Context: an optimization exercise on an open-source flow, tuned for small area. The choices shown serve that exercise and are no tape-out recipe.
Only simulation tests tie the RTL to the original design; equivalence was not proved.
The clock cells of runs 2 and 3 come from the design's own scripts or RTL, not from TritonCTS.
The clock input has no modelled driver; a real chip could not lean on it and would need a root buffer or a full tree.

**flow/flow/run.sh**
```bash
#!/bin/bash
# The standard layout (the standard.sh, ORFS from synthesis to finish) with two changes:
#  - the port buffers that global placement adds are the smallest buffer, buf_1;
#  - clock tree synthesis adds no dummy loads and uses clkbuf_4/clkbuf_8.
# Make's full output goes to flow_make.log here; each ORFS step keeps its own log under
# orfs/logs/.
set -euo pipefail
WORK="$(cd "$(dirname "$0")/.." && pwd)"
cd "$WORK"
bash standard.sh \
    "BUFFER_PORTS_ARGS=-buffer_cell sky130_fd_sc_hd__buf_1" \
    "CTS_ARGS=-sink_clustering_enable -repair_clock_nets -sink_clustering_size 30 -sink_clustering_max_diameter 100 -buf_list {sky130_fd_sc_hd__clkbuf_4 sky130_fd_sc_hd__clkbuf_8} -dont_use_dummy_load" \
    finish > "$WORK/flow_make.log" 2>&1
```
**flow/standard.sh**
```bash
#!/bin/bash
# synth_recipe.tcl (not shown) runs the flow's synth.tcl, then flattens the netlist and writes it again
# the make line also repeats each setting of config.mk as NAME=value (left out here)
make -C /OpenROAD-flow-scripts/flow DESIGN_CONFIG=/design/flow/config.mk WORK_HOME=/design/flow/orfs CLKGATE_MAP_FILE= SYNTH_SCRIPT=/design/flow/synth_recipe.tcl "${@:-finish}"
```
**flow/config.mk**
```make
export PLATFORM = sky130hd
export DESIGN_NAME = mlp_top
export DESIGN_NICKNAME = mlp_top
export VERILOG_FILES = /design/flow/design.v
export SDC_FILE = /design/flow/constraint.sdc
export NUM_CORES = 4
export LEC_CHECK = 0
export CAP_MARGIN = 20
export CORE_MARGIN = 2
export CORE_UTILIZATION = 70
export CTS_BUF_LIST = sky130_fd_sc_hd__clkbuf_4 sky130_fd_sc_hd__clkbuf_8
export CTS_CLUSTER_DIAMETER = 100
export CTS_CLUSTER_SIZE = 30
export PLACE_DENSITY = 0.75
export SLEW_MARGIN = 20
export SYNTH_HIERARCHICAL = 1
```
**flow/constraint.sdc**
```tcl
create_clock -name core_clock -period 7.0 [get_ports {clk}]
set_input_delay 1.4000 -clock core_clock [delete_from_list [all_inputs] [get_ports {clk}]]
set_output_delay 1.4000 -clock core_clock [all_outputs]
set_load 0.01 [all_outputs]
```
**flow/design.v**
```verilog
`default_nettype none
package mlp_pkg;
    typedef logic [16-1:0] word_t;
    typedef enum logic [1:0] {
        SEG_SHR2,
        SEG_SHR3,
        SEG_SHR5,
        SEG_ONE
    } sig_seg_e;
    typedef enum logic [2-1:0] {
        REG_X1     = 2'd0,
        REG_X2_GO  = 2'd1,
        REG_STATUS = 2'd2
    } wb_reg_e;
endpackage
`default_nettype wire
`timescale 1ns/10ps
`default_nettype none
module mlp_fa (
    input  logic a,
    input  logic b,
    input  logic c,
    output logic s,
    output logic co
);
    assign s  = a ^ b ^ c;
    assign co = (a & b) | (a & c) | (b & c);
endmodule
module mlp_ha (
    input  logic a,
    input  logic b,
    output logic s,
    output logic co
);
    assign s  = a ^ b;
    assign co = a & b;
endmodule
`default_nettype wire
`timescale 1ns/10ps
`default_nettype none
module mlp_top (
    input  logic                  clk,
    input  logic                  rst,
    input  logic                  wb_cyc,
    input  logic                  wb_stb,
    input  logic                  wb_we,
    input  logic [2-1:0] wb_adr,
    input  mlp_pkg::word_t        wb_dat_i,
    output mlp_pkg::word_t        wb_dat_o,
    output logic                  wb_ack,
    output logic                  result_valid,
    output mlp_pkg::word_t        sig_value,
    output logic                  class_out
);
    logic [15:0] x1, x2;
    logic [7:0]  cnt;
    logic [1:0]  adr_q;
    logic [3:0]  vld;
    logic        access, launch;
    assign access = wb_cyc && wb_stb && !wb_ack;
    assign launch = access && wb_we && (wb_adr == 2'd1);
    always_ff @(posedge clk)
    begin
        if (rst)
        begin
            wb_ack       <= 1'b0;
            x1           <= '0;
            x2           <= '0;
            cnt          <= '0;
            vld          <= '0;
            result_valid <= 1'b0;
        end
        else
        begin
            wb_ack       <= access;
            vld          <= {vld[2:0], launch};
            result_valid <= vld[3];
            if (access && wb_we && wb_adr == 2'd0)
                x1 <= wb_dat_i;
            if (launch)
            begin
                x2  <= wb_dat_i;
                cnt <= cnt + 1'b1;
            end
        end
    end
    always_ff @(posedge clk)
    begin
        if (access)
            adr_q <= wb_adr;
    end
    always_comb
    begin
        case (adr_q)
            2'd0:    wb_dat_o = x1;
            2'd1:    wb_dat_o = x2;
            2'd2:    wb_dat_o = {8'h00, cnt};
            default: wb_dat_o = '0;
        endcase
    end
    function automatic logic [15:0] relu(input logic [15:0] v);
        relu = v[15] ? '0 : v;
    endfunction
    function automatic logic [15:0] bk(input logic [15:0] g0, input logic [15:0] t0);
        logic [15:0] g, t;
        g = g0;
        t = t0;
        for (int d = 1; d < 16; d = d * 2)
            for (int i = 2 * d - 1; i < 16; i += 2 * d)
            begin
                g[i] = g[i] | (t[i] & g[i - d]);
                t[i] = t[i] & t[i - d];
            end
        for (int d = 4; d >= 1; d = d / 2)
            for (int i = 3 * d - 1; i < 16; i += 2 * d)
            begin
                g[i] = g[i] | (t[i] & g[i - d]);
                t[i] = t[i] & t[i - d];
            end
        bk = t0 ^ {g[14:0], 1'b0};
    endfunction
    function automatic logic [15:0] addr(input logic [15:0] p, input logic [15:0] q, input logic ci);
        logic k;
        k = ci;
        for (int i = 0; i < 16; i++)
        begin
            addr[i] = p[i] ^ q[i] ^ k;
            k = (p[i] & q[i]) | (k & (p[i] ^ q[i]));
        end
    endfunction
    function automatic logic [15:0] add68(input logic [15:0] v, input logic e);
        logic [4:0]  l;
        logic        k;
        l = {1'b0, v[3:0]} + {1'b0, e, ~e, ~e, 1'b0};
        add68[3:0] = l[3:0];
        k = l[4];
        for (int i = 4; i < 16; i++)
        begin
            add68[i] = v[i] ^ k;
            k = k & v[i];
        end
    endfunction
    function automatic logic [15:0] add7(input logic [15:0] v);
        logic [15:0] r;
        logic        k;
        r[2:0] = v[2:0] - 3'd1;
        k = |v[2:0];
        for (int i = 3; i < 16; i++)
        begin
            r[i] = v[i] ^ k;
            k = k & v[i];
        end
        add7 = r;
    endfunction
    logic [15:0] fa, d;
    logic [14:0] a_q, p_q;
    logic        fb_q, fc_q;
    assign fa = addr(x1, x2, 1'b1);
    assign d  = addr(x1, ~x2, 1'b0);
    always_ff @(posedge clk)
    begin
        a_q  <= fa[15] ? ~fa[14:0] : '0;
        p_q  <= d[15] ? ~d[14:0] : d[14:0];
        fb_q <= ~d[15];
        fc_q <= d[15] ^ (&d[14:0]);
    end
    logic        ph;
    logic [14:0] b_q, k_q;
    logic [15:0] a, b, bx, k2, m_op, v_op;
    logic [15:0] z, um, ut, uq, u2, r3, u3, u4, u4m;
    logic        zq, c_zero, bc_max, a_top;
    logic [15:0] acc_s, acc_c, fb_s, fb_c;
    logic [15:0] m_s, m_k;
    logic [15:0] z_g, z_t;
    logic [15:0] v1_s, v1_k;
    logic [15:0] v2_s, v2_k;
    logic [15:0] w_g, w_t;
    logic [15:0] r1_s, r1_k;
    logic [15:0] r2_s, r2_k;
    logic [15:0] r_g, r_t;
    logic [15:0] l1_s, l1_k;
    logic [15:0] l2_s, l2_k;
    logic [15:0] l3_s, l3_k;
    logic [15:0] l4_s, l4_k;
    assign ph  = vld[1];
    logic ph_u;
    always_ff @(posedge clk)
    begin
        ph_u <= vld[0];
    end
    assign b_q = fb_q ? p_q : '0;
    assign k_q = fc_q ? (fb_q ? '0 : p_q) : 15'd1;
    assign a   = {1'b0, a_q};
    assign b   = {1'b0, b_q};
    assign bx  = ph_u ? ~b : b;
    assign k2  = {k_q[14:0], 1'b0};
    assign c_zero = k_q == 15'd1;
    assign bc_max = fb_q && fc_q;
    assign m_op = ph_u ? {~k_q[14:0], 1'b0} : {~k_q[13:0], 2'b11};
    assign v_op = ph_u ? {~k_q[14:0], 1'b1} : 16'hFFFE;
    mlp_fa u_m_0 (.a(a[0]), .b(b[0]), .c(m_op[0]), .s(m_s[0]), .co(m_k[1]));
    mlp_fa u_m_1 (.a(a[1]), .b(b[1]), .c(m_op[1]), .s(m_s[1]), .co(m_k[2]));
    mlp_fa u_m_2 (.a(a[2]), .b(b[2]), .c(m_op[2]), .s(m_s[2]), .co(m_k[3]));
    mlp_fa u_m_3 (.a(a[3]), .b(b[3]), .c(m_op[3]), .s(m_s[3]), .co(m_k[4]));
    mlp_fa u_m_4 (.a(a[4]), .b(b[4]), .c(m_op[4]), .s(m_s[4]), .co(m_k[5]));
    mlp_fa u_m_5 (.a(a[5]), .b(b[5]), .c(m_op[5]), .s(m_s[5]), .co(m_k[6]));
    mlp_fa u_m_6 (.a(a[6]), .b(b[6]), .c(m_op[6]), .s(m_s[6]), .co(m_k[7]));
    mlp_fa u_m_7 (.a(a[7]), .b(b[7]), .c(m_op[7]), .s(m_s[7]), .co(m_k[8]));
    mlp_fa u_m_8 (.a(a[8]), .b(b[8]), .c(m_op[8]), .s(m_s[8]), .co(m_k[9]));
    mlp_fa u_m_9 (.a(a[9]), .b(b[9]), .c(m_op[9]), .s(m_s[9]), .co(m_k[10]));
    mlp_fa u_m_10 (.a(a[10]), .b(b[10]), .c(m_op[10]), .s(m_s[10]), .co(m_k[11]));
    mlp_fa u_m_11 (.a(a[11]), .b(b[11]), .c(m_op[11]), .s(m_s[11]), .co(m_k[12]));
    mlp_fa u_m_12 (.a(a[12]), .b(b[12]), .c(m_op[12]), .s(m_s[12]), .co(m_k[13]));
    mlp_fa u_m_13 (.a(a[13]), .b(b[13]), .c(m_op[13]), .s(m_s[13]), .co(m_k[14]));
    mlp_fa u_m_14 (.a(a[14]), .b(b[14]), .c(m_op[14]), .s(m_s[14]), .co(m_k[15]));
    assign m_s[15] = m_op[15];
    assign m_k[0] = 1'b0;
    assign z_t[0] = m_s[0];
    assign z_g[0] = 1'b0;
    mlp_ha u_z_1 (.a(m_s[1]), .b(m_k[1]), .s(z_t[1]), .co(z_g[1]));
    mlp_ha u_z_2 (.a(m_s[2]), .b(m_k[2]), .s(z_t[2]), .co(z_g[2]));
    mlp_ha u_z_3 (.a(m_s[3]), .b(m_k[3]), .s(z_t[3]), .co(z_g[3]));
    mlp_ha u_z_4 (.a(m_s[4]), .b(m_k[4]), .s(z_t[4]), .co(z_g[4]));
    mlp_ha u_z_5 (.a(m_s[5]), .b(m_k[5]), .s(z_t[5]), .co(z_g[5]));
    mlp_ha u_z_6 (.a(m_s[6]), .b(m_k[6]), .s(z_t[6]), .co(z_g[6]));
    mlp_ha u_z_7 (.a(m_s[7]), .b(m_k[7]), .s(z_t[7]), .co(z_g[7]));
    mlp_ha u_z_8 (.a(m_s[8]), .b(m_k[8]), .s(z_t[8]), .co(z_g[8]));
    mlp_ha u_z_9 (.a(m_s[9]), .b(m_k[9]), .s(z_t[9]), .co(z_g[9]));
    mlp_ha u_z_10 (.a(m_s[10]), .b(m_k[10]), .s(z_t[10]), .co(z_g[10]));
    mlp_ha u_z_11 (.a(m_s[11]), .b(m_k[11]), .s(z_t[11]), .co(z_g[11]));
    mlp_ha u_z_12 (.a(m_s[12]), .b(m_k[12]), .s(z_t[12]), .co(z_g[12]));
    mlp_ha u_z_13 (.a(m_s[13]), .b(m_k[13]), .s(z_t[13]), .co(z_g[13]));
    mlp_ha u_z_14 (.a(m_s[14]), .b(m_k[14]), .s(z_t[14]), .co(z_g[14]));
    assign z_t[15] = m_op[15] ^ m_k[15];
    assign z_g[15] = 1'b0;
    mlp_ha u_v1_0 (.a(a[0]), .b(b[0]), .s(v1_s[0]), .co(v1_k[1]));
    mlp_fa u_v1_1 (.a(a[1]), .b(a[0]), .c(b[1]), .s(v1_s[1]), .co(v1_k[2]));
    mlp_fa u_v1_2 (.a(a[2]), .b(a[1]), .c(b[2]), .s(v1_s[2]), .co(v1_k[3]));
    mlp_fa u_v1_3 (.a(a[3]), .b(a[2]), .c(b[3]), .s(v1_s[3]), .co(v1_k[4]));
    mlp_fa u_v1_4 (.a(a[4]), .b(a[3]), .c(b[4]), .s(v1_s[4]), .co(v1_k[5]));
    mlp_fa u_v1_5 (.a(a[5]), .b(a[4]), .c(b[5]), .s(v1_s[5]), .co(v1_k[6]));
    mlp_fa u_v1_6 (.a(a[6]), .b(a[5]), .c(b[6]), .s(v1_s[6]), .co(v1_k[7]));
    mlp_fa u_v1_7 (.a(a[7]), .b(a[6]), .c(b[7]), .s(v1_s[7]), .co(v1_k[8]));
    mlp_fa u_v1_8 (.a(a[8]), .b(a[7]), .c(b[8]), .s(v1_s[8]), .co(v1_k[9]));
    mlp_fa u_v1_9 (.a(a[9]), .b(a[8]), .c(b[9]), .s(v1_s[9]), .co(v1_k[10]));
    mlp_fa u_v1_10 (.a(a[10]), .b(a[9]), .c(b[10]), .s(v1_s[10]), .co(v1_k[11]));
    mlp_fa u_v1_11 (.a(a[11]), .b(a[10]), .c(b[11]), .s(v1_s[11]), .co(v1_k[12]));
    mlp_fa u_v1_12 (.a(a[12]), .b(a[11]), .c(b[12]), .s(v1_s[12]), .co(v1_k[13]));
    mlp_fa u_v1_13 (.a(a[13]), .b(a[12]), .c(b[13]), .s(v1_s[13]), .co(v1_k[14]));
    mlp_fa u_v1_14 (.a(a[14]), .b(a[13]), .c(b[14]), .s(v1_s[14]), .co(v1_k[15]));
    assign v1_s[15] = a[14];
    assign v1_k[0] = 1'b0;
    mlp_ha u_v2_0 (.a(v1_s[0]), .b(v_op[0]), .s(v2_s[0]), .co(v2_k[1]));
    mlp_fa u_v2_1 (.a(v1_s[1]), .b(v1_k[1]), .c(v_op[1]), .s(v2_s[1]), .co(v2_k[2]));
    mlp_fa u_v2_2 (.a(v1_s[2]), .b(v1_k[2]), .c(v_op[2]), .s(v2_s[2]), .co(v2_k[3]));
    mlp_fa u_v2_3 (.a(v1_s[3]), .b(v1_k[3]), .c(v_op[3]), .s(v2_s[3]), .co(v2_k[4]));
    mlp_fa u_v2_4 (.a(v1_s[4]), .b(v1_k[4]), .c(v_op[4]), .s(v2_s[4]), .co(v2_k[5]));
    mlp_fa u_v2_5 (.a(v1_s[5]), .b(v1_k[5]), .c(v_op[5]), .s(v2_s[5]), .co(v2_k[6]));
    mlp_fa u_v2_6 (.a(v1_s[6]), .b(v1_k[6]), .c(v_op[6]), .s(v2_s[6]), .co(v2_k[7]));
    mlp_fa u_v2_7 (.a(v1_s[7]), .b(v1_k[7]), .c(v_op[7]), .s(v2_s[7]), .co(v2_k[8]));
    mlp_fa u_v2_8 (.a(v1_s[8]), .b(v1_k[8]), .c(v_op[8]), .s(v2_s[8]), .co(v2_k[9]));
    mlp_fa u_v2_9 (.a(v1_s[9]), .b(v1_k[9]), .c(v_op[9]), .s(v2_s[9]), .co(v2_k[10]));
    mlp_fa u_v2_10 (.a(v1_s[10]), .b(v1_k[10]), .c(v_op[10]), .s(v2_s[10]), .co(v2_k[11]));
    mlp_fa u_v2_11 (.a(v1_s[11]), .b(v1_k[11]), .c(v_op[11]), .s(v2_s[11]), .co(v2_k[12]));
    mlp_fa u_v2_12 (.a(v1_s[12]), .b(v1_k[12]), .c(v_op[12]), .s(v2_s[12]), .co(v2_k[13]));
    mlp_fa u_v2_13 (.a(v1_s[13]), .b(v1_k[13]), .c(v_op[13]), .s(v2_s[13]), .co(v2_k[14]));
    mlp_fa u_v2_14 (.a(v1_s[14]), .b(v1_k[14]), .c(v_op[14]), .s(v2_s[14]), .co(v2_k[15]));
    assign v2_s[15] = a[14] ^ v1_k[15] ^ v_op[15];
    assign v2_k[0] = 1'b0;
    assign w_t[0] = v2_s[0];
    assign w_g[0] = 1'b0;
    mlp_ha u_w_1 (.a(v2_s[1]), .b(v2_k[1]), .s(w_t[1]), .co(w_g[1]));
    mlp_ha u_w_2 (.a(v2_s[2]), .b(v2_k[2]), .s(w_t[2]), .co(w_g[2]));
    mlp_ha u_w_3 (.a(v2_s[3]), .b(v2_k[3]), .s(w_t[3]), .co(w_g[3]));
    mlp_ha u_w_4 (.a(v2_s[4]), .b(v2_k[4]), .s(w_t[4]), .co(w_g[4]));
    mlp_ha u_w_5 (.a(v2_s[5]), .b(v2_k[5]), .s(w_t[5]), .co(w_g[5]));
    mlp_ha u_w_6 (.a(v2_s[6]), .b(v2_k[6]), .s(w_t[6]), .co(w_g[6]));
    mlp_ha u_w_7 (.a(v2_s[7]), .b(v2_k[7]), .s(w_t[7]), .co(w_g[7]));
    mlp_ha u_w_8 (.a(v2_s[8]), .b(v2_k[8]), .s(w_t[8]), .co(w_g[8]));
    mlp_ha u_w_9 (.a(v2_s[9]), .b(v2_k[9]), .s(w_t[9]), .co(w_g[9]));
    mlp_ha u_w_10 (.a(v2_s[10]), .b(v2_k[10]), .s(w_t[10]), .co(w_g[10]));
    mlp_ha u_w_11 (.a(v2_s[11]), .b(v2_k[11]), .s(w_t[11]), .co(w_g[11]));
    mlp_ha u_w_12 (.a(v2_s[12]), .b(v2_k[12]), .s(w_t[12]), .co(w_g[12]));
    mlp_ha u_w_13 (.a(v2_s[13]), .b(v2_k[13]), .s(w_t[13]), .co(w_g[13]));
    mlp_ha u_w_14 (.a(v2_s[14]), .b(v2_k[14]), .s(w_t[14]), .co(w_g[14]));
    assign w_t[15] = v2_s[15] ^ v2_k[15];
    assign w_g[15] = 1'b0;
    mlp_ha u_r1_0 (.a(a[0]), .b(bx[0]), .s(r1_s[0]), .co(r1_k[1]));
    mlp_fa u_r1_1 (.a(a[1]), .b(bx[1]), .c(k2[1]), .s(r1_s[1]), .co(r1_k[2]));
    mlp_fa u_r1_2 (.a(a[2]), .b(bx[2]), .c(k2[2]), .s(r1_s[2]), .co(r1_k[3]));
    mlp_fa u_r1_3 (.a(a[3]), .b(bx[3]), .c(k2[3]), .s(r1_s[3]), .co(r1_k[4]));
    mlp_fa u_r1_4 (.a(a[4]), .b(bx[4]), .c(k2[4]), .s(r1_s[4]), .co(r1_k[5]));
    mlp_fa u_r1_5 (.a(a[5]), .b(bx[5]), .c(k2[5]), .s(r1_s[5]), .co(r1_k[6]));
    mlp_fa u_r1_6 (.a(a[6]), .b(bx[6]), .c(k2[6]), .s(r1_s[6]), .co(r1_k[7]));
    mlp_fa u_r1_7 (.a(a[7]), .b(bx[7]), .c(k2[7]), .s(r1_s[7]), .co(r1_k[8]));
    mlp_fa u_r1_8 (.a(a[8]), .b(bx[8]), .c(k2[8]), .s(r1_s[8]), .co(r1_k[9]));
    mlp_fa u_r1_9 (.a(a[9]), .b(bx[9]), .c(k2[9]), .s(r1_s[9]), .co(r1_k[10]));
    mlp_fa u_r1_10 (.a(a[10]), .b(bx[10]), .c(k2[10]), .s(r1_s[10]), .co(r1_k[11]));
    mlp_fa u_r1_11 (.a(a[11]), .b(bx[11]), .c(k2[11]), .s(r1_s[11]), .co(r1_k[12]));
    mlp_fa u_r1_12 (.a(a[12]), .b(bx[12]), .c(k2[12]), .s(r1_s[12]), .co(r1_k[13]));
    mlp_fa u_r1_13 (.a(a[13]), .b(bx[13]), .c(k2[13]), .s(r1_s[13]), .co(r1_k[14]));
    mlp_fa u_r1_14 (.a(a[14]), .b(bx[14]), .c(k2[14]), .s(r1_s[14]), .co(r1_k[15]));
    assign r1_s[15] = bx[15] ^ k2[15];
    assign r1_k[0] = 1'b0;
    mlp_ha u_r2_1 (.a(r1_s[1]), .b(r1_k[1]), .s(r2_s[1]), .co(r2_k[2]));
    assign r2_s[2] = ~(r1_s[2] ^ r1_k[2]);
    assign r2_k[3] = r1_s[2] | r1_k[2];
    assign r2_s[3] = ~(r1_s[3] ^ r1_k[3]);
    assign r2_k[4] = r1_s[3] | r1_k[3];
    assign r2_s[4] = ~(r1_s[4] ^ r1_k[4]);
    assign r2_k[5] = r1_s[4] | r1_k[4];
    assign r2_s[5] = ~(r1_s[5] ^ r1_k[5]);
    assign r2_k[6] = r1_s[5] | r1_k[5];
    assign r2_s[6] = ~(r1_s[6] ^ r1_k[6]);
    assign r2_k[7] = r1_s[6] | r1_k[6];
    assign r2_s[7] = ~(r1_s[7] ^ r1_k[7]);
    assign r2_k[8] = r1_s[7] | r1_k[7];
    assign r2_s[8] = ~(r1_s[8] ^ r1_k[8]);
    assign r2_k[9] = r1_s[8] | r1_k[8];
    assign r2_s[9] = ~(r1_s[9] ^ r1_k[9]);
    assign r2_k[10] = r1_s[9] | r1_k[9];
    assign r2_s[10] = ~(r1_s[10] ^ r1_k[10]);
    assign r2_k[11] = r1_s[10] | r1_k[10];
    assign r2_s[11] = ~(r1_s[11] ^ r1_k[11]);
    assign r2_k[12] = r1_s[11] | r1_k[11];
    assign r2_s[12] = ~(r1_s[12] ^ r1_k[12]);
    assign r2_k[13] = r1_s[12] | r1_k[12];
    assign r2_s[13] = ~(r1_s[13] ^ r1_k[13]);
    assign r2_k[14] = r1_s[13] | r1_k[13];
    assign r2_s[14] = ~(r1_s[14] ^ r1_k[14]);
    assign r2_k[15] = r1_s[14] | r1_k[14];
    assign r2_s[15] = ~(r1_s[15] ^ r1_k[15]);
    assign r2_s[0] = r1_s[0];
    assign r2_k[0] = 1'b0;
    assign r2_k[1] = 1'b0;
    assign r_t[0] = r1_s[0];
    assign r_g[0] = 1'b0;
    assign r_t[1] = r2_s[1];
    assign r_g[1] = 1'b0;
    mlp_ha u_r_2 (.a(r2_s[2]), .b(r2_k[2]), .s(r_t[2]), .co(r_g[2]));
    mlp_ha u_r_3 (.a(r2_s[3]), .b(r2_k[3]), .s(r_t[3]), .co(r_g[3]));
    mlp_ha u_r_4 (.a(r2_s[4]), .b(r2_k[4]), .s(r_t[4]), .co(r_g[4]));
    mlp_ha u_r_5 (.a(r2_s[5]), .b(r2_k[5]), .s(r_t[5]), .co(r_g[5]));
    mlp_ha u_r_6 (.a(r2_s[6]), .b(r2_k[6]), .s(r_t[6]), .co(r_g[6]));
    mlp_ha u_r_7 (.a(r2_s[7]), .b(r2_k[7]), .s(r_t[7]), .co(r_g[7]));
    mlp_ha u_r_8 (.a(r2_s[8]), .b(r2_k[8]), .s(r_t[8]), .co(r_g[8]));
    mlp_ha u_r_9 (.a(r2_s[9]), .b(r2_k[9]), .s(r_t[9]), .co(r_g[9]));
    mlp_ha u_r_10 (.a(r2_s[10]), .b(r2_k[10]), .s(r_t[10]), .co(r_g[10]));
    mlp_ha u_r_11 (.a(r2_s[11]), .b(r2_k[11]), .s(r_t[11]), .co(r_g[11]));
    mlp_ha u_r_12 (.a(r2_s[12]), .b(r2_k[12]), .s(r_t[12]), .co(r_g[12]));
    mlp_ha u_r_13 (.a(r2_s[13]), .b(r2_k[13]), .s(r_t[13]), .co(r_g[13]));
    mlp_ha u_r_14 (.a(r2_s[14]), .b(r2_k[14]), .s(r_t[14]), .co(r_g[14]));
    assign r_t[15] = r2_s[15] ^ r2_k[15];
    assign r_g[15] = 1'b0;
    always_comb
    begin
        z  = bk(z_g, z_t);
        um = relu(z);
        ut = relu(~add7(z));
        if (ph)
            ut = ut << 1;
        zq = (z[15:3] == 13'h0FFF) && (z[2:0] != 3'd0);
        if (zq)
            uq = ph ? {12'h7FF, 1'b0, 3'd0 - z[2:0]} : 16'hFFF8;
        else
            uq = um | ut;
        u2 = relu(bk(w_g, w_t));
        if (ph)
            u2 = u2 << 1;
        r3 = bk(r_g, r_t);
        u3 = relu(r3);
        u4m = relu(~add68(r3, bc_max));
        a_top = (&a_q[14:2]) && (!ph || a_q[1:0] != 2'd0);
        if (c_zero || bc_max)
            u4 = u4m;
        else if (a_top)
            u4 = {1'b0, 13'h1FFF, ph ? 2'd0 - a_q[1:0] : ~a_q[1:0]};
        else
            u4 = '0;
    end
    assign fb_s = ph ? '0 : acc_s;
    assign fb_c = ph ? '0 : acc_c;
    mlp_ha u_l1_0 (.a(fb_s[0]), .b(u3[0]), .s(l1_s[0]), .co(l1_k[1]));
    mlp_fa u_l1_1 (.a(fb_s[1]), .b(fb_c[1]), .c(u3[1]), .s(l1_s[1]), .co(l1_k[2]));
    mlp_fa u_l1_2 (.a(fb_s[2]), .b(fb_c[2]), .c(u3[2]), .s(l1_s[2]), .co(l1_k[3]));
    mlp_fa u_l1_3 (.a(fb_s[3]), .b(fb_c[3]), .c(u3[3]), .s(l1_s[3]), .co(l1_k[4]));
    mlp_fa u_l1_4 (.a(fb_s[4]), .b(fb_c[4]), .c(u3[4]), .s(l1_s[4]), .co(l1_k[5]));
    mlp_fa u_l1_5 (.a(fb_s[5]), .b(fb_c[5]), .c(u3[5]), .s(l1_s[5]), .co(l1_k[6]));
    mlp_fa u_l1_6 (.a(fb_s[6]), .b(fb_c[6]), .c(u3[6]), .s(l1_s[6]), .co(l1_k[7]));
    mlp_fa u_l1_7 (.a(fb_s[7]), .b(fb_c[7]), .c(u3[7]), .s(l1_s[7]), .co(l1_k[8]));
    mlp_fa u_l1_8 (.a(fb_s[8]), .b(fb_c[8]), .c(u3[8]), .s(l1_s[8]), .co(l1_k[9]));
    mlp_fa u_l1_9 (.a(fb_s[9]), .b(fb_c[9]), .c(u3[9]), .s(l1_s[9]), .co(l1_k[10]));
    mlp_fa u_l1_10 (.a(fb_s[10]), .b(fb_c[10]), .c(u3[10]), .s(l1_s[10]), .co(l1_k[11]));
    mlp_fa u_l1_11 (.a(fb_s[11]), .b(fb_c[11]), .c(u3[11]), .s(l1_s[11]), .co(l1_k[12]));
    mlp_fa u_l1_12 (.a(fb_s[12]), .b(fb_c[12]), .c(u3[12]), .s(l1_s[12]), .co(l1_k[13]));
    mlp_fa u_l1_13 (.a(fb_s[13]), .b(fb_c[13]), .c(u3[13]), .s(l1_s[13]), .co(l1_k[14]));
    mlp_fa u_l1_14 (.a(fb_s[14]), .b(fb_c[14]), .c(u3[14]), .s(l1_s[14]), .co(l1_k[15]));
    assign l1_s[15] = fb_s[15] ^ fb_c[15];
    assign l1_k[0] = 1'b0;
    mlp_ha u_l2_0 (.a(l1_s[0]), .b(u2[0]), .s(l2_s[0]), .co(l2_k[1]));
    mlp_fa u_l2_1 (.a(l1_s[1]), .b(l1_k[1]), .c(u2[1]), .s(l2_s[1]), .co(l2_k[2]));
    mlp_fa u_l2_2 (.a(l1_s[2]), .b(l1_k[2]), .c(u2[2]), .s(l2_s[2]), .co(l2_k[3]));
    mlp_fa u_l2_3 (.a(l1_s[3]), .b(l1_k[3]), .c(u2[3]), .s(l2_s[3]), .co(l2_k[4]));
    mlp_fa u_l2_4 (.a(l1_s[4]), .b(l1_k[4]), .c(u2[4]), .s(l2_s[4]), .co(l2_k[5]));
    mlp_fa u_l2_5 (.a(l1_s[5]), .b(l1_k[5]), .c(u2[5]), .s(l2_s[5]), .co(l2_k[6]));
    mlp_fa u_l2_6 (.a(l1_s[6]), .b(l1_k[6]), .c(u2[6]), .s(l2_s[6]), .co(l2_k[7]));
    mlp_fa u_l2_7 (.a(l1_s[7]), .b(l1_k[7]), .c(u2[7]), .s(l2_s[7]), .co(l2_k[8]));
    mlp_fa u_l2_8 (.a(l1_s[8]), .b(l1_k[8]), .c(u2[8]), .s(l2_s[8]), .co(l2_k[9]));
    mlp_fa u_l2_9 (.a(l1_s[9]), .b(l1_k[9]), .c(u2[9]), .s(l2_s[9]), .co(l2_k[10]));
    mlp_fa u_l2_10 (.a(l1_s[10]), .b(l1_k[10]), .c(u2[10]), .s(l2_s[10]), .co(l2_k[11]));
    mlp_fa u_l2_11 (.a(l1_s[11]), .b(l1_k[11]), .c(u2[11]), .s(l2_s[11]), .co(l2_k[12]));
    mlp_fa u_l2_12 (.a(l1_s[12]), .b(l1_k[12]), .c(u2[12]), .s(l2_s[12]), .co(l2_k[13]));
    mlp_fa u_l2_13 (.a(l1_s[13]), .b(l1_k[13]), .c(u2[13]), .s(l2_s[13]), .co(l2_k[14]));
    mlp_fa u_l2_14 (.a(l1_s[14]), .b(l1_k[14]), .c(u2[14]), .s(l2_s[14]), .co(l2_k[15]));
    assign l2_s[15] = l1_s[15] ^ l1_k[15] ^ u2[15];
    assign l2_k[0] = 1'b0;
    mlp_ha u_l3_0 (.a(l2_s[0]), .b(uq[0]), .s(l3_s[0]), .co(l3_k[1]));
    mlp_fa u_l3_1 (.a(l2_s[1]), .b(l2_k[1]), .c(uq[1]), .s(l3_s[1]), .co(l3_k[2]));
    mlp_fa u_l3_2 (.a(l2_s[2]), .b(l2_k[2]), .c(uq[2]), .s(l3_s[2]), .co(l3_k[3]));
    mlp_fa u_l3_3 (.a(l2_s[3]), .b(l2_k[3]), .c(uq[3]), .s(l3_s[3]), .co(l3_k[4]));
    mlp_fa u_l3_4 (.a(l2_s[4]), .b(l2_k[4]), .c(uq[4]), .s(l3_s[4]), .co(l3_k[5]));
    mlp_fa u_l3_5 (.a(l2_s[5]), .b(l2_k[5]), .c(uq[5]), .s(l3_s[5]), .co(l3_k[6]));
    mlp_fa u_l3_6 (.a(l2_s[6]), .b(l2_k[6]), .c(uq[6]), .s(l3_s[6]), .co(l3_k[7]));
    mlp_fa u_l3_7 (.a(l2_s[7]), .b(l2_k[7]), .c(uq[7]), .s(l3_s[7]), .co(l3_k[8]));
    mlp_fa u_l3_8 (.a(l2_s[8]), .b(l2_k[8]), .c(uq[8]), .s(l3_s[8]), .co(l3_k[9]));
    mlp_fa u_l3_9 (.a(l2_s[9]), .b(l2_k[9]), .c(uq[9]), .s(l3_s[9]), .co(l3_k[10]));
    mlp_fa u_l3_10 (.a(l2_s[10]), .b(l2_k[10]), .c(uq[10]), .s(l3_s[10]), .co(l3_k[11]));
    mlp_fa u_l3_11 (.a(l2_s[11]), .b(l2_k[11]), .c(uq[11]), .s(l3_s[11]), .co(l3_k[12]));
    mlp_fa u_l3_12 (.a(l2_s[12]), .b(l2_k[12]), .c(uq[12]), .s(l3_s[12]), .co(l3_k[13]));
    mlp_fa u_l3_13 (.a(l2_s[13]), .b(l2_k[13]), .c(uq[13]), .s(l3_s[13]), .co(l3_k[14]));
    mlp_fa u_l3_14 (.a(l2_s[14]), .b(l2_k[14]), .c(uq[14]), .s(l3_s[14]), .co(l3_k[15]));
    assign l3_s[15] = l2_s[15] ^ l2_k[15] ^ uq[15];
    assign l3_k[0] = 1'b0;
    mlp_ha u_l4_0 (.a(l3_s[0]), .b(u4[0]), .s(l4_s[0]), .co(l4_k[1]));
    mlp_fa u_l4_1 (.a(l3_s[1]), .b(l3_k[1]), .c(u4[1]), .s(l4_s[1]), .co(l4_k[2]));
    mlp_fa u_l4_2 (.a(l3_s[2]), .b(l3_k[2]), .c(u4[2]), .s(l4_s[2]), .co(l4_k[3]));
    mlp_fa u_l4_3 (.a(l3_s[3]), .b(l3_k[3]), .c(u4[3]), .s(l4_s[3]), .co(l4_k[4]));
    mlp_fa u_l4_4 (.a(l3_s[4]), .b(l3_k[4]), .c(u4[4]), .s(l4_s[4]), .co(l4_k[5]));
    mlp_fa u_l4_5 (.a(l3_s[5]), .b(l3_k[5]), .c(u4[5]), .s(l4_s[5]), .co(l4_k[6]));
    mlp_fa u_l4_6 (.a(l3_s[6]), .b(l3_k[6]), .c(u4[6]), .s(l4_s[6]), .co(l4_k[7]));
    mlp_fa u_l4_7 (.a(l3_s[7]), .b(l3_k[7]), .c(u4[7]), .s(l4_s[7]), .co(l4_k[8]));
    mlp_fa u_l4_8 (.a(l3_s[8]), .b(l3_k[8]), .c(u4[8]), .s(l4_s[8]), .co(l4_k[9]));
    mlp_fa u_l4_9 (.a(l3_s[9]), .b(l3_k[9]), .c(u4[9]), .s(l4_s[9]), .co(l4_k[10]));
    mlp_fa u_l4_10 (.a(l3_s[10]), .b(l3_k[10]), .c(u4[10]), .s(l4_s[10]), .co(l4_k[11]));
    mlp_fa u_l4_11 (.a(l3_s[11]), .b(l3_k[11]), .c(u4[11]), .s(l4_s[11]), .co(l4_k[12]));
    mlp_fa u_l4_12 (.a(l3_s[12]), .b(l3_k[12]), .c(u4[12]), .s(l4_s[12]), .co(l4_k[13]));
    mlp_fa u_l4_13 (.a(l3_s[13]), .b(l3_k[13]), .c(u4[13]), .s(l4_s[13]), .co(l4_k[14]));
    mlp_fa u_l4_14 (.a(l3_s[14]), .b(l3_k[14]), .c(u4[14]), .s(l4_s[14]), .co(l4_k[15]));
    assign l4_s[15] = l3_s[15] ^ l3_k[15];
    assign l4_k[0] = 1'b0;
    always_ff @(posedge clk)
    begin
        acc_s <= l4_s;
        acc_c <= l4_k;
    end
    logic [15:0] s;
    logic [9:0]  e_d, e_q;
    assign s = addr(acc_s, acc_c, 1'b0);
    logic lt1, lt2, lt3;
    assign lt1 = s[15:10] == 6'd0;
    assign lt2 = s[15:12] == 4'd0 && !(s[11] && (s[10] || s[9] || (s[8] && s[7])));
    assign lt3 = s[15:13] == 3'd0 && !(s[12] && (s[11] || s[10]));
    always_comb
    begin
        if (lt1)
            e_d = {2'b00, s[9:2]};
        else if (lt2)
            e_d = {2'b01, ~s[10], s[9:3]};
        else if (lt3)
            e_d = {3'b011, ~(s[11] ^ s[10]), ~s[10], s[9:5]};
        else
            e_d = 10'd512;
    end
    always_ff @(posedge clk)
    begin
        e_q <= e_d;
    end
    assign sig_value = {5'b00000, e_q[9], ~e_q[9], e_q[8:0]};
    assign class_out = |e_q;
endmodule
`default_nettype wire
```
==> results of run 1 <==
==> path summary, 6_finish.rpt <==
path | startpoint | endpoint | slack, ns | cells after the start
max | x1[0]$_SDFFE_PP0P_ | a_q[4]$_SDFF_PN0_ | 0.26 | 21
min | vld[0]$_SDFF_PP0_ | ph_u$_DFF_P_ | 0.35 | 0
max reg2reg | x1[0]$_SDFFE_PP0P_ | a_q[4]$_SDFF_PN0_ | 0.26 | 21
min reg2reg | vld[0]$_SDFF_PP0_ | ph_u$_DFF_P_ | 0.35 | 0
==> metal layers <==
layer	global-route usage (%)	up-vias	share of wire (%)
li1	-	3906	-
met1	36.2	3901	42
met2	53.6	202	51
met3	4.73	40	4.0
met4	10.3	0	2.4
met5	0	-	0
==> layout make-up <==
class	instances	area (um^2)
Timing Repair Buffer	65	294
Multi-Input combinational cell	890	8450
Clock buffer	17	234
Tap cell	216	270
Fill cell	1205	3840
Inverter	120	450
Sequential cell	122	2460
==> metrics by stage <==
stage,worst slack (ns),area [um^2],cells
finish,0.264,12200,1430
global route,0.00817,12200,1430
CTS,0.210,12100,1430
detailed placement,0.235,11900,1413
global placement,0.286,11900,1413
floorplan,0.475,11500,1178
==> cell families (layout without fill, tap and decap cells) <==
kind of cell	count (synthesis)	after routing	synth area share (%)
other	1	5	0.0326
buffers and inverters	166	202	5.66
adders and majority gates	273	273	39.8
xor gates and xnor gates	73	73	5.55
and+or+nand+nor	335	335	14.5
DFF	122	122	21.4
muxes	59	59	5.14
AOI/OAI and AO/OA	145	145	8.01
==> per-module statistics from Yosys (local to each module, per instance) <==
module / area, um^2 / times used / cells
mlp_fa: 20.0 / 113 / 1
mlp_ha: 12.5 / 49 / 1
mlp_top: 8640 / 1 / 1012
==> state kept, by name, summed over array words and instances, names as in the netlist <==
register	flops
cnt	8
adr_q	2
e_q	10
wb_ack	1
acc_s	16
acc_c	15
fb_q	1
p_q	15
x2	16
result_valid	1
ph_u	1
fc_q	1
vld	4
x1	16
a_q	15
==> cell usage in the layout (no fill, tap or decap), drive strengths merged, types with 3 or more instances in the layout <==
master and n:
nand3b 4, and3 3, a21oi 38, and2 61, buf 64, ha 118, a22o 10, mux2i 58
conb 5, nand4 9, nand2 83, a21boi 12, o21bai 3, xnor2 59, dfxtp 120, nand2b 11
inv 120, o21ai 39, a21o 12, o21a 7, o31ai 4, or2 4, or4 3, a31oi 5
or3 8, nor2b 28, nor3 4, nor4 8, nand3 10, nor2 92, xor2 14, clkbuf 18
fa 155
==> results by group, run 1 <==
Timing
  • Final hold vios: 0
  • Actual slew at the worst max-slew pin: 1.12 ns
  • Final setup viols: 0
  • Max Clock Freq: 0.148 GHz
  • Tmin final: just under 7 ns
  • Final period utilization: about 96%
  • Hold Worst Slack: about 0.35 ns
  • Clock Skew: between 0.03 and 0.04 ns
  • Final slew viol count: 0
  • Worst rel slew slack: 25.4%
  • Unrepaired setup endpoints after global routing: no
  • TNS Setup: 0 ns

Routing
  • Final wirelength: about 24000 um
  • DRC Markers: 0
  • Wire length per cell: 17.1 um
  • DR vias/cell: around 5.6
  • DRT antenna net count: 0
  • Via count: slightly above 8000
  • Drt pass-1 iters: 5
  • DRT iter0 DRCs: about 400

Cells and area
  • Final core occ: roughly three quarters
  • Final #Nets: between 1500 and 2000
  • Share of post-route cells with drive strength above 1: under 10%
  • Area Growth Syn to Fin: 5.58%
  • Antenna fix cells: 0

Logic synthesis
  • Post-synth top area share: a little over a quarter
  • Count leader, synth: fa_1
  • Top cells by area, synth: fa_1, dfxtp_1, ha_1
  • Post-synthesis sequential area ratio: a little over a fifth
  • Cell count after synthesis: 1174
  • Count of cell types in the netlist: between 50 and 60
  • Post-synth ARST share: 0%
  • Post-synth EDFFs: 2
  • Most frequent cells after synthesis: fa_1, dfxtp_1, inv_1, ha_1, nor2_1
  • Yosys reg bits: between 100 and 150
  • Largest area contributor in the netlist: fa_1
  • Synth Cell Area: between 10000 and 15000 um^2
  • Mean area per synthesized cell: ~9.8 um^2
  • Ys flop type: dfxtp_1
  • Yosys warns: 7

Global routing
  • Initial antenna violation count: 0
  • Grt ovf: 0
  • Global Route Usage Sum: 29.7%
  • First-pass GRT wire length: around 41000 um
  • Largest net degree at the start of global routing: between 60 and 70
  • Vias in the first global route: between 8000 and 9000

CTS
  • CTS tree: built
  • Clock Root Buffer: clkbuf_8
  • PostCTS Resize Cnt: 0
  • Clk pin slew, worst setup/hold paths: roughly 0.090 ns
  • CTS max path bufs: 2
  • H-tree depth: 4
  • Clk latency of the worst-skew pair: between 0.4 and 0.5 ns
  • TritonCTS buffer count: 17
  • Clock Sinks: ~120
  • Number of hold buffers added after cts: 0
  • Post-CTS setup buffer count: 0

Hold path
  • Worst min-delay path class: flop to flop

Placed design
  • HPWL after detailed placement: between 20000 and 25000 um
  • Port buffer count: 52
  • Routability-driven placement congestion ratio: just under 0.9

Floorplan
  • Die Span Y: roughly 130 um
  • Initial Utilization: 72.0%
  • Chip width: about 130 um
  • Floorplan row count: 46
  • Core area: 16000 um^2
  • Die ar.: between 15000 and 20000 um^2
  • I/O pin count: 58

Setup path
  • CP top delay family: adder cells
  • Crit path kind: flop to flop
  • Most frequent CP cell: fa_1
  • Critical Path Start Type: flop
  • CP Buf/Inv Count: 4
  • Worst path slowest cell: fa_1
  • WP data arrival: 7.08 ns
  • Worst setup EP type: flop
  • CP required: ~7.3 ns
  • Slowest Stage Delay on Critical Path: 0.41 ns
  • CP Max Fanout: 15
  • Critical path cell sequence: inv_1 > ha_1 > fa_1 > fa_1 > fa_1 > fa_1 > fa_1 > fa_1 > fa_1 > fa_1 > fa_1 > fa_1 > fa_1 > inv_1 > fa_1 > inv_1 > fa_1 > fa_1 > xnor2_1 > buf_4 > and2_1

Run status
  • Status: finished clean

Flow run
  • Number of max-cap violations: 0
==> run 2: changes to the inputs <==
==> flow/flow/run.sh (replaced) <==
#!/bin/bash
# The standard layout (the standard.sh, ORFS from synthesis to finish) with two changes:
#  - the port buffers that global placement adds are the smallest buffer, buf_1;
#  - clock tree synthesis adds no dummy loads and uses clkbuf_4/clkbuf_8, and its
#    leaf level is rebuilt with fewer, stronger buffers (flow/leaf_clusters.tcl).
# Make's full output goes to flow_make.log here; each ORFS step keeps its own log under
# orfs/logs/.
set -euo pipefail
WORK="$(cd "$(dirname "$0")/.." && pwd)"
cd "$WORK"
bash standard.sh \
    "BUFFER_PORTS_ARGS=-buffer_cell sky130_fd_sc_hd__buf_1" \
    "CTS_ARGS=-sink_clustering_enable -repair_clock_nets -sink_clustering_size 30 -sink_clustering_max_diameter 100 -buf_list {sky130_fd_sc_hd__clkbuf_4 sky130_fd_sc_hd__clkbuf_8} -dont_use_dummy_load" \
    "POST_CTS_TCL=$WORK/flow/leaf_clusters.tcl" \
    finish > "$WORK/flow_make.log" 2>&1
==> flow/flow/leaf_clusters.tcl (new file) <==
# Runs after clock tree synthesis (POST_CTS_TCL). TritonCTS builds an H-tree that
# ends in one leaf buffer per at most 15 flip-flops (16 leaves here). This replaces
# the leaf level with fewer, stronger buffers: the flip-flops are split into
# groups by position (k-means on their locations), each group driven by one
# clkbuf_16 placed at its centre and fed by the tree's root buffer. Then the
# placement is legalized again and timing repaired, as the CTS step does.
set n_groups 6
set block [ord::get_db_block]
set db [ord::get_db]
set root [$block findInst clkbuf_0_clk]
set root_net [[$root findITerm X] getNet]

set leaves {}
foreach it [$root_net getITerms] {
  set inst [$it getInst]
  if {[$inst getName] ne [$root getName]} { lappend leaves $inst }
}
set sinks {}
foreach leaf $leaves {
  set net [[$leaf findITerm X] getNet]
  foreach it [$net getITerms] {
    if {[[$it getInst] getName] ne [$leaf getName]} { lappend sinks $it }
  }
}
puts "leaf_clusters: [llength $leaves] leaf buffers, [llength $sinks] sinks"

# sink positions
set xs {}
set ys {}
foreach it $sinks {
  set loc [[$it getInst] getLocation]
  lappend xs [lindex $loc 0]
  lappend ys [lindex $loc 1]
}
# k-means, seeded with sinks spread along the sorted x+y order
set order [lsort -integer -indices [lmap x $xs y $ys {expr {$x + $y}}]]
set n [llength $sinks]
set cx {}
set cy {}
for {set k 0} {$k < $n_groups} {incr k} {
  set i [lindex $order [expr {($k * 2 + 1) * $n / (2 * $n_groups)}]]
  lappend cx [lindex $xs $i]
  lappend cy [lindex $ys $i]
}
for {set iter 0} {$iter < 50} {incr iter} {
  set assign {}
  for {set i 0} {$i < $n} {incr i} {
    set best 0
    set bd -1
    for {set k 0} {$k < $n_groups} {incr k} {
      set dx [expr {[lindex $xs $i] - [lindex $cx $k]}]
      set dy [expr {[lindex $ys $i] - [lindex $cy $k]}]
      set d [expr {abs($dx) + abs($dy)}]
      if {$bd < 0 || $d < $bd} { set bd $d; set best $k }
    }
    lappend assign $best
  }
  for {set k 0} {$k < $n_groups} {incr k} {
    set sx 0; set sy 0; set c 0
    for {set i 0} {$i < $n} {incr i} {
      if {[lindex $assign $i] == $k} {
        incr sx [lindex $xs $i]; incr sy [lindex $ys $i]; incr c
      }
    }
    if {$c > 0} {
      lset cx $k [expr {$sx / $c}]
      lset cy $k [expr {$sy / $c}]
    }
  }
}

# remove the old leaf level
foreach leaf $leaves {
  set net [[$leaf findITerm X] getNet]
  foreach it [$net getITerms] { $it disconnect }
  odb::dbNet_destroy $net
  odb::dbInst_destroy $leaf
}

# new leaf buffers
set master [$db findMaster sky130_fd_sc_hd__clkbuf_16]
for {set k 0} {$k < $n_groups} {incr k} {
  set inst [odb::dbInst_create $block $master "clkbuf_leaf_${k}_clk"]
  set net [odb::dbNet_create $block "clknet_leaf_${k}_clk"]
  $net setSigType CLOCK
  [$inst findITerm A] connect $root_net
  [$inst findITerm X] connect $net
  $inst setLocation [lindex $cx $k] [lindex $cy $k]
  $inst setPlacementStatus PLACED
  set c 0
  for {set i 0} {$i < $n} {incr i} {
    if {[lindex $assign $i] == $k} { [lindex $sinks $i] connect $net; incr c }
  }
  puts "leaf_clusters: group $k at ([lindex $cx $k], [lindex $cy $k]) drives $c sinks"
}

detailed_placement
estimate_parasitics -placement
repair_timing_helper
detailed_placement
check_placement -verbose
report_clock_skew
==> run 2 against run 1 <==
Against the previous run: first-iteration DRC count is 11% lower; maximum frequency is 0.36% higher.
==> results by group, run 2 <==
Setup path
  • Critical Path Start Type: flop
  • CP Max Fanout: 15 (unchanged)
  • WP data arrival: 7.00 ns (-0.08 ns)
  • CP required: 7.29 ns (-0.05 ns)
  • Crit path kind: flop to flop
  • Worst setup EP type: flop

Placed design
  • Routability-driven placement congestion ratio: 0.882 (unchanged)
  • Port buffer count: 52 (unchanged)
  • Worst slack, placed: 0.235 ns (unchanged)
  • HPWL after detailed placement: 20100 um (unchanged)
  • Placed inst area: 11900 um^2 (unchanged)

Timing
  • Unrepaired setup endpoints after global routing: no
  • Final setup viols: 0 (unchanged)
  • Max Clock Freq: 0.149 GHz (+0.36%)
  • Final period utilization: 95.9% (-0.34 points)
  • Final hold vios: 0 (unchanged)
  • Actual slew at the worst max-slew pin: 1.12 ns (+0.00618 ns)
  • Worst rel slew slack: 25.0% (-0.41 points)
  • TNS Setup: 0 ns (unchanged)
  • Clock Skew: 0.00843 ns (-0.0230 ns)
  • Tmin final: 6.71 ns (-0.0241 ns)
  • Final slew viol count: 0 (unchanged)
  • Final worst slack: 0.288 ns (+0.0241 ns)

Cells and area
  • Share of post-route cells with drive strength above 1: 3.32% (-0.71 points)
  • Multi-input logic area: 8460 um^2 (about the same)
  • Most common cell after layout, fill and taps aside: fa_1
  • Antenna fix cells: 0 (unchanged)
  • Design area: 12100 um^2 (-0.51%)
  • Largest regs: acc_s: 16 flops, x1: 16 flops, x2: 16 flops
  • Storage element area: 2460 um^2 (unchanged)
  • Number of fill cells in the layout: 1208 (+0.25%)
  • Area Growth Syn to Fin: 5.04%
  • Final #Nets: 1502 (-0.66%)
  • Most frequent cells in the layout: fa_1, inv_1, ha_1, dfxtp_1, nor2_1

Logic synthesis
  • Cell count after synthesis: 1174 (unchanged)
  • Most frequent cells after synthesis: fa_1, dfxtp_1, inv_1, ha_1, nor2_1
  • Synth Cell Area: 11500 um^2 (unchanged)
  • Post-synthesis sequential area ratio: 21.4% (unchanged)
  • Adder and majority gate portion of the synthesized area: 39.8% (unchanged)
  • Post-synth ARST share: 0% (unchanged)
  • Largest area contributor in the netlist: fa_1
  • Synth Area in XOR/XNOR: 5.55% (unchanged)
  • Mux cell area share after synthesis: 5.14% (unchanged)
  • Combinational family with the most area after synthesis: adder cells
  • Ys flop type: dfxtp_1
  • Top cells by area, synth: fa_1, dfxtp_1, ha_1
  • Count of cell types in the netlist: 57 (unchanged)
  • Simple-Gate Fraction of Synth Area: 14.5% (unchanged)
  • Post-synth EDFFs: 2 (unchanged)
  • Yosys warns: 7 (unchanged)
  • Count leader, synth: fa_1
  • Mean area per synthesized cell: 9.81 um^2 (unchanged)
  • Post-synthesis compound-gate area fraction: 8.01% (unchanged)
  • Yosys reg bits: 122 (unchanged)
  • Post-synth top area share: 26.9% (unchanged)

Run status
  • Status: finished clean

CTS
  • Clk latency of the worst-skew pair: 0.40 ns (-0.07 ns)
  • Clock Sinks: 122 (unchanged)
  • Clk pin slew, worst setup/hold paths: 0.08 ns (about the same)

Flow run
  • Number of max-cap violations: 0 (unchanged)

Global routing
  • Global Route Usage Sum: 29.1% (-0.58 points)
  • Vias in the first global route: 8517 (-0.76%)
  • Largest net degree at the start of global routing: 64 (unchanged)
  • Grt ovf: 0 (unchanged)
  • Initial antenna violation count: 0 (unchanged)
  • First-pass GRT wire length: 40500 um (-1.2%)

Floorplan
  • Die ar.: 17500 um^2 (unchanged)
  • Initial Utilization: 72.0% (unchanged)
  • Die Span Y: 132 um (unchanged)
  • I/O pin count: 58 (unchanged)
  • Core area: 16000 um^2 (unchanged)
  • Floorplan row count: 46 (unchanged)
  • Chip width: 132 um (unchanged)

Routing
  • Drt pass-1 iters: 5 (unchanged)
  • Wire length per cell: 16.9 um (-0.86%)
  • DRT antenna net count: 0 (unchanged)
  • Via count: 7982 (-0.83%)
  • DRT iter0 DRCs: 358 (-11%)
  • Final wirelength: 24100 um (-1.6%)
  • DRC Markers: 0 (unchanged)
  • DR vias/cell: 5.62 (-0.13%)

Hold path
  • Worst min-delay path class: flop to flop
## run 2: final cells by class, clock buffers not listed
| type | instances | area share, % |
|---|---|---|
| multi-input cells | 890 | 69.9 |
| flip-flops and latches | 122 | 20.4 |
| inverters | 120 | 3.72 |
| repair buffers | 65 | 2.43 |
| well taps | 216 | 2.23 |
| plain buffers | 6 | 1.24 |
## run 2: final timing paths
check	to	slack, ns	startpoint	depth (start not counted)
worst min-delay path	ph_u$_DFF_P_	0.35	vld[0]$_SDFF_PP0_	0
worst min register to register	ph_u$_DFF_P_	0.35	vld[0]$_SDFF_PP0_	0
worst max register to register	a_q[3]$_SDFF_PN0_	0.29	x1[0]$_SDFFE_PP0P_	21
worst max-delay path	a_q[3]$_SDFF_PN0_	0.29	x1[0]$_SDFFE_PP0P_	21
## run 2: worst max-delay path, cell delays in order (launching register included)
cell and delay, ns:
dfxtp_1 0.39, inv_1 0.07, ha_1 0.21, fa_1 0.38, fa_1 0.40, fa_1 0.41
fa_1 0.39, fa_1 0.41, fa_1 0.39, fa_1 0.42, fa_1 0.41, fa_1 0.39
fa_1 0.39, fa_1 0.36, inv_1 0.07, fa_1 0.15, inv_1 0.06, fa_1 0.39
fa_1 0.39, xnor2_1 0.14, buf_4 0.20, and2_1 0.17
## run 2: logic make-up after synthesis
group	count (synthesis)
simple gates	335
fa+ha+maj	273
buf+inv	166
compound gates	145
flops	122
xor+xnor	73
mux	59
other cells	1
## run 2: per-layer routing
metal / vias up / GRT usage, % / wire [um]
met5: - / 0 / 0
met4: 0 / 9.68 / 596
met3: 35 / 3.54 / 867
met2: 183 / 53.4 / 12400
met1: 3879 / 35.7 / 10200
li1: 3885 / - / -
## run 2: metrics by stage
step | cells | hold WS [ns] | util (%)
floorplan | 1178 | 0.324 | -
global placement | 1413 | 0.330 | 74.4
detailed placement | 1413 | 0.337 | 74.4
global route | 1420 | 0.361 | 75.6
finish | 1420 | 0.353 | 75.6
## run 2: modules after synthesis, one instance, submodules excluded
module	cells	area, um^2	flip-flops and latches
mlp_fa	1	20.0	0
mlp_top	1012	8640	122
mlp_ha	1	12.5	0
==> run 3: changes to the inputs <==
--- a/flow/flow/leaf_clusters.tcl
+++ b/flow/flow/leaf_clusters.tcl
@@ -5,5 +5,5 @@
 # clkbuf_16 placed at its centre and fed by the tree's root buffer. Then the
 # placement is legalized again and timing repaired, as the CTS step does.
-set n_groups 6
+set n_groups 5
 set block [ord::get_db_block]
 set db [ord::get_db]
@@ -33,13 +33,26 @@
   lappend ys [lindex $loc 1]
 }
-# k-means, seeded with sinks spread along the sorted x+y order
-set order [lsort -integer -indices [lmap x $xs y $ys {expr {$x + $y}}]]
+# k-means with farthest-point seeding, then groups above cap shed their farthest
+# members to the nearest group with room
 set n [llength $sinks]
-set cx {}
-set cy {}
-for {set k 0} {$k < $n_groups} {incr k} {
-  set i [lindex $order [expr {($k * 2 + 1) * $n / (2 * $n_groups)}]]
-  lappend cx [lindex $xs $i]
-  lappend cy [lindex $ys $i]
+set cap [expr {($n + $n_groups - 1) / $n_groups + 1}]
+set cx [list [lindex $xs 0]]
+set cy [list [lindex $ys 0]]
+while {[llength $cx] < $n_groups} {
+  set far -1
+  set fi 0
+  for {set i 0} {$i < $n} {incr i} {
+    set bd -1
+    foreach x $cx y $cy {
+      set d [expr {abs([lindex $xs $i] - $x) + abs([lindex $ys $i] - $y)}]
+      if {$bd < 0 || $d < $bd} { set bd $d }
+    }
+    if {$bd > $far} { set far $bd; set fi $i }
+  }
+  lappend cx [lindex $xs $fi]
+  lappend cy [lindex $ys $fi]
+}
+proc dist {x y cx cy k} {
+  return [expr {abs($x - [lindex $cx $k]) + abs($y - [lindex $cy $k])}]
 }
 for {set iter 0} {$iter < 50} {incr iter} {
@@ -49,10 +62,34 @@
     set bd -1
     for {set k 0} {$k < $n_groups} {incr k} {
-      set dx [expr {[lindex $xs $i] - [lindex $cx $k]}]
-      set dy [expr {[lindex $ys $i] - [lindex $cy $k]}]
-      set d [expr {abs($dx) + abs($dy)}]
+      set d [dist [lindex $xs $i] [lindex $ys $i] $cx $cy $k]
       if {$bd < 0 || $d < $bd} { set bd $d; set best $k }
     }
     lappend assign $best
+  }
+  # enforce the cap
+  set changed 1
+  while {$changed} {
+    set changed 0
+    for {set k 0} {$k < $n_groups} {incr k} {
+      set members {}
+      for {set i 0} {$i < $n} {incr i} {
+        if {[lindex $assign $i] == $k} { lappend members [list [dist [lindex $xs $i] [lindex $ys $i] $cx $cy $k] $i] }
+      }
+      if {[llength $members] <= $cap} continue
+      set members [lsort -integer -decreasing -index 0 $members]
+      set m [lindex [lindex $members 0] 1]
+      set best -1
+      set bd -1
+      for {set j 0} {$j < $n_groups} {incr j} {
+        if {$j == $k} continue
+        set cnt 0
+        foreach a $assign { if {$a == $j} { incr cnt } }
+        if {$cnt >= $cap} continue
+        set d [dist [lindex $xs $m] [lindex $ys $m] $cx $cy $j]
+        if {$bd < 0 || $d < $bd} { set bd $d; set best $j }
+      }
+      lset assign $m $best
+      set changed 1
+    }
   }
   for {set k 0} {$k < $n_groups} {incr k} {
==> run 3 against run 2 <==
Against the previous run: still clean; global-route usage grew 0.052 points; utilization shrank 0.16 points; die area is the same; worst hold slack gained 0.0020 ns; critical path type unchanged; highest routed layer unchanged.
==> results by group, run 3 <==
Logic synthesis
  • Mean area per synthesized cell: 9.81 um^2 (unchanged)
  • Post-synth top area share: 26.9% (unchanged)
  • Count of cell types in the netlist: 57 (unchanged)
  • Most frequent cells after synthesis: fa_1, dfxtp_1, inv_1, ha_1, nor2_1
  • Post-synth EDFFs: 2 (unchanged)
  • Cell count after synthesis: 1174 (unchanged)
  • Count leader, synth: fa_1
  • Post-synth ARST share: 0% (unchanged)
  • Yosys reg bits: 122 (unchanged)
  • Top cells by area, synth: fa_1, dfxtp_1, ha_1
  • Ys flop type: dfxtp_1
  • Post-synthesis sequential area ratio: 21.4% (unchanged)
  • Synth Cell Area: 11500 um^2 (unchanged)
  • Largest area contributor in the netlist: fa_1
  • Yosys warns: 7 (unchanged)

Global routing
  • Vias in the first global route: 8504 (-0.15%)
  • First-pass GRT wire length: 40500 um (+0.12%)
  • Largest net degree at the start of global routing: 64 (unchanged)
  • Global Route Usage Sum: 29.2% (+0.052 points)
  • Initial antenna violation count: 0 (unchanged)
  • Grt ovf: 0 (unchanged)

Cells and area
  • Area Growth Syn to Fin: 4.82%
  • Final #Nets: 1501 (-0.067%)
  • Share of post-route cells with drive strength above 1: 3.24% (-0.080 points)
  • Final core occ: 75.5% (-0.16 points)
  • Antenna fix cells: 0 (unchanged)
  • Multi-input logic area: 8460 um^2 (unchanged)
  • Number of fill cells in the layout: 1214 (+0.50%)
  • Most common cell after layout, fill and taps aside: fa_1
  • Largest regs: acc_s: 16 flops, x1: 16 flops, x2: 16 flops
  • Most frequent cells in the layout: fa_1, inv_1, ha_1, dfxtp_1, nor2_1
  • Storage element area: 2460 um^2 (unchanged)
  • Final std cells w/o fill: 1419 (-0.070%)

Timing
  • Worst rel slew slack: 25.2% (+0.29 points)
  • Max Clock Freq: 0.149 GHz (-0.14%)
  • Actual slew at the worst max-slew pin: 1.12 ns (-0.00427 ns)
  • Hold Worst Slack: 0.355 ns (+0.00202 ns)
  • Final slew viol count: 0 (unchanged)
  • Unrepaired setup endpoints after global routing: no
  • Clock Skew: 0.0115 ns (+0.00303 ns)
  • Tmin final: 6.72 ns (+0.00960 ns)
  • Final setup viols: 0 (unchanged)
  • Final hold vios: 0 (unchanged)
  • Final period utilization: 96.0% (+0.14 points)
  • TNS Setup: 0 ns (unchanged)

Placed design
  • Port buffer count: 52 (unchanged)
  • Routability-driven placement congestion ratio: 0.882 (unchanged)
  • Placed insts: 1413 (unchanged)
  • HPWL after detailed placement: 20100 um (unchanged)

Routing
  • Via count: 7973 (-0.11%)
  • Drt pass-1 iters: 5 (unchanged)
  • Wire length per cell: 17.0 um (+0.60%)
  • Final wirelength: 24200 um (+0.53%)
  • DR vias/cell: 5.62 (about the same)
  • DRT antenna net count: 0 (unchanged)
  • DRC Markers: 0 (unchanged)
  • DRT iter0 DRCs: 326 (-8.9%)

Setup path
  • CP top delay family: adder cells
  • Crit path kind: flop to flop
  • CP Buf/Inv Count: 0 (-4)
  • WP data arrival: 7.01 ns (about the same)
  • CP Max Fanout: 5 (-10)
  • Most frequent CP cell: ha_1
  • Slowest Stage Delay on Critical Path: 0.51 ns (+0.09 ns)
  • Worst setup EP type: flop
  • Worst path slowest cell: fa_1
  • CP required: 7.28 ns (about the same)
  • Critical Path Start Type: flop

CTS
  • Clk latency of the worst-skew pair: 0.41 ns (about the same)
  • Clk pin slew, worst setup/hold paths: 0.10 ns (+0.02 ns)
  • Clock Sinks: 122 (unchanged)

Floorplan
  • Die Span Y: 132 um (unchanged)
  • Chip width: 132 um (unchanged)
  • Die ar.: 17500 um^2 (unchanged)
  • Floorplan row count: 46 (unchanged)
  • Initial Utilization: 72.0% (unchanged)
  • Core area: 16000 um^2 (unchanged)
  • I/O pin count: 58 (unchanged)

Flow run
  • Number of max-cap violations: 0 (unchanged)

Run status
  • Status: finished clean

Hold path
  • Worst min-delay path class: flop to flop
run 3: final timing paths:
kind / from / endpoint / slack [ns] / cells after the start
worst max-delay path: fc_q$_DFF_P_ / acc_s[2]$_DFF_P_ / 0.28 / 25
worst min-delay path: vld[0]$_SDFF_PP0_ / ph_u$_DFF_P_ / 0.35 / 0
worst max register to register: fc_q$_DFF_P_ / acc_s[2]$_DFF_P_ / 0.28 / 25
worst min register to register: vld[0]$_SDFF_PP0_ / ph_u$_DFF_P_ / 0.35 / 0
run 3: cells by family (layout without fill, tap and decap cells):
group,Yosys count,count (layout),share of synthesized area [%]
xor gates and xnor gates,73,73,5.55
buffers and inverters,166,191,5.66
other,1,5,0.0326
and+or+nand+nor,335,335,14.5
DFF,122,122,21.4
muxes,59,59,5.14
adders and majority gates,273,273,39.8
AOI/OAI and AO/OA,145,145,8.01
run 3: worst reg2reg max path: stages (launching register included):
cell and delay [ns]:
dfxtp_1 0.44, nor2b_2 0.21, and2_1 0.22, nand2_1 0.12
a21boi_1 0.17, fa_1 0.44, ha_1 0.34, a21o_1 0.19
ha_1 0.18, or3_1 0.32, and2_1 0.18, ha_1 0.18
ha_1 0.19, ha_1 0.22, ha_1 0.21, ha_1 0.20
ha_1 0.20, ha_1 0.19, ha_1 0.20, ha_1 0.20
ha_1 0.29, xnor2_1 0.23, a22oi_1 0.11, o31ai_1 0.37
fa_1 0.51, fa_1 0.48
run 3: modules after synthesis (local to each module, per instance):
module,area (um^2),flip-flops and latches,copies in the design
mlp_fa,20.0,0,113
mlp_ha,12.5,0,49
mlp_top,8640,122,1
run 3: per-stage QoR:
| stage | setup WS (ns) | cell area [um^2] |
|---|---|---|
| floorplan | 0.475 | 11500 |
| global placement | 0.286 | 11900 |
| detailed placement | 0.235 | 11900 |
| global route | 0.00569 | 12100 |
| finish | 0.279 | 12100 |
run 3: cell type report, clock buffers not listed:
cell class	instances	share of cell area [%]
Multi-Input combinational cell	890	70.0
Timing Repair Buffer	65	2.44
Inverter	120	3.73
Tap cell	216	2.24
Sequential cell	122	20.4
Buffer	5	1.04
run 3: routing by layer:
layer / GRT usage [%] / vias to the layer above / part of all wire, %
met1: 35.3 / 3875 / 42
met3: 3.77 / 34 / 3.4
li1: - / 3883 / -
met5: 0 / - / 0
met4: 9.62 / 0 / 2.4
met2: 53.8 / 181 / 52

what the ideal ports hide:
The results above use ideal ports. As a check the final layouts listed here were re-extracted and re-timed, cells and wires unchanged. Step 1: set_driving_cell puts a clkbuf_16 on clk and a buf_2 on each other input, an assumption about the parent block. Step 2 moves the port delays by t, midway between the first and last clock arrival at a register: inputs arrive t later, outputs are due t later. That takes back most of the time a late clock gives input paths. Slacks: no drivers / after step 1 / after step 2; pairs: no drivers / after step 1.
run | t (ns) | setup slack, ns | worst slew at a driven data input, ns
run 1 | 0.493 | 0.264 / 0.264 / 0.264 | 0.03
run 2 | 0.435 | 0.288 / 0.288 / 0.288 | 0.03
run 3 | 0.442 | 0.279 / 0.279 / 0.279 | 0.03
After both steps setup and hold are still met in every run listed.
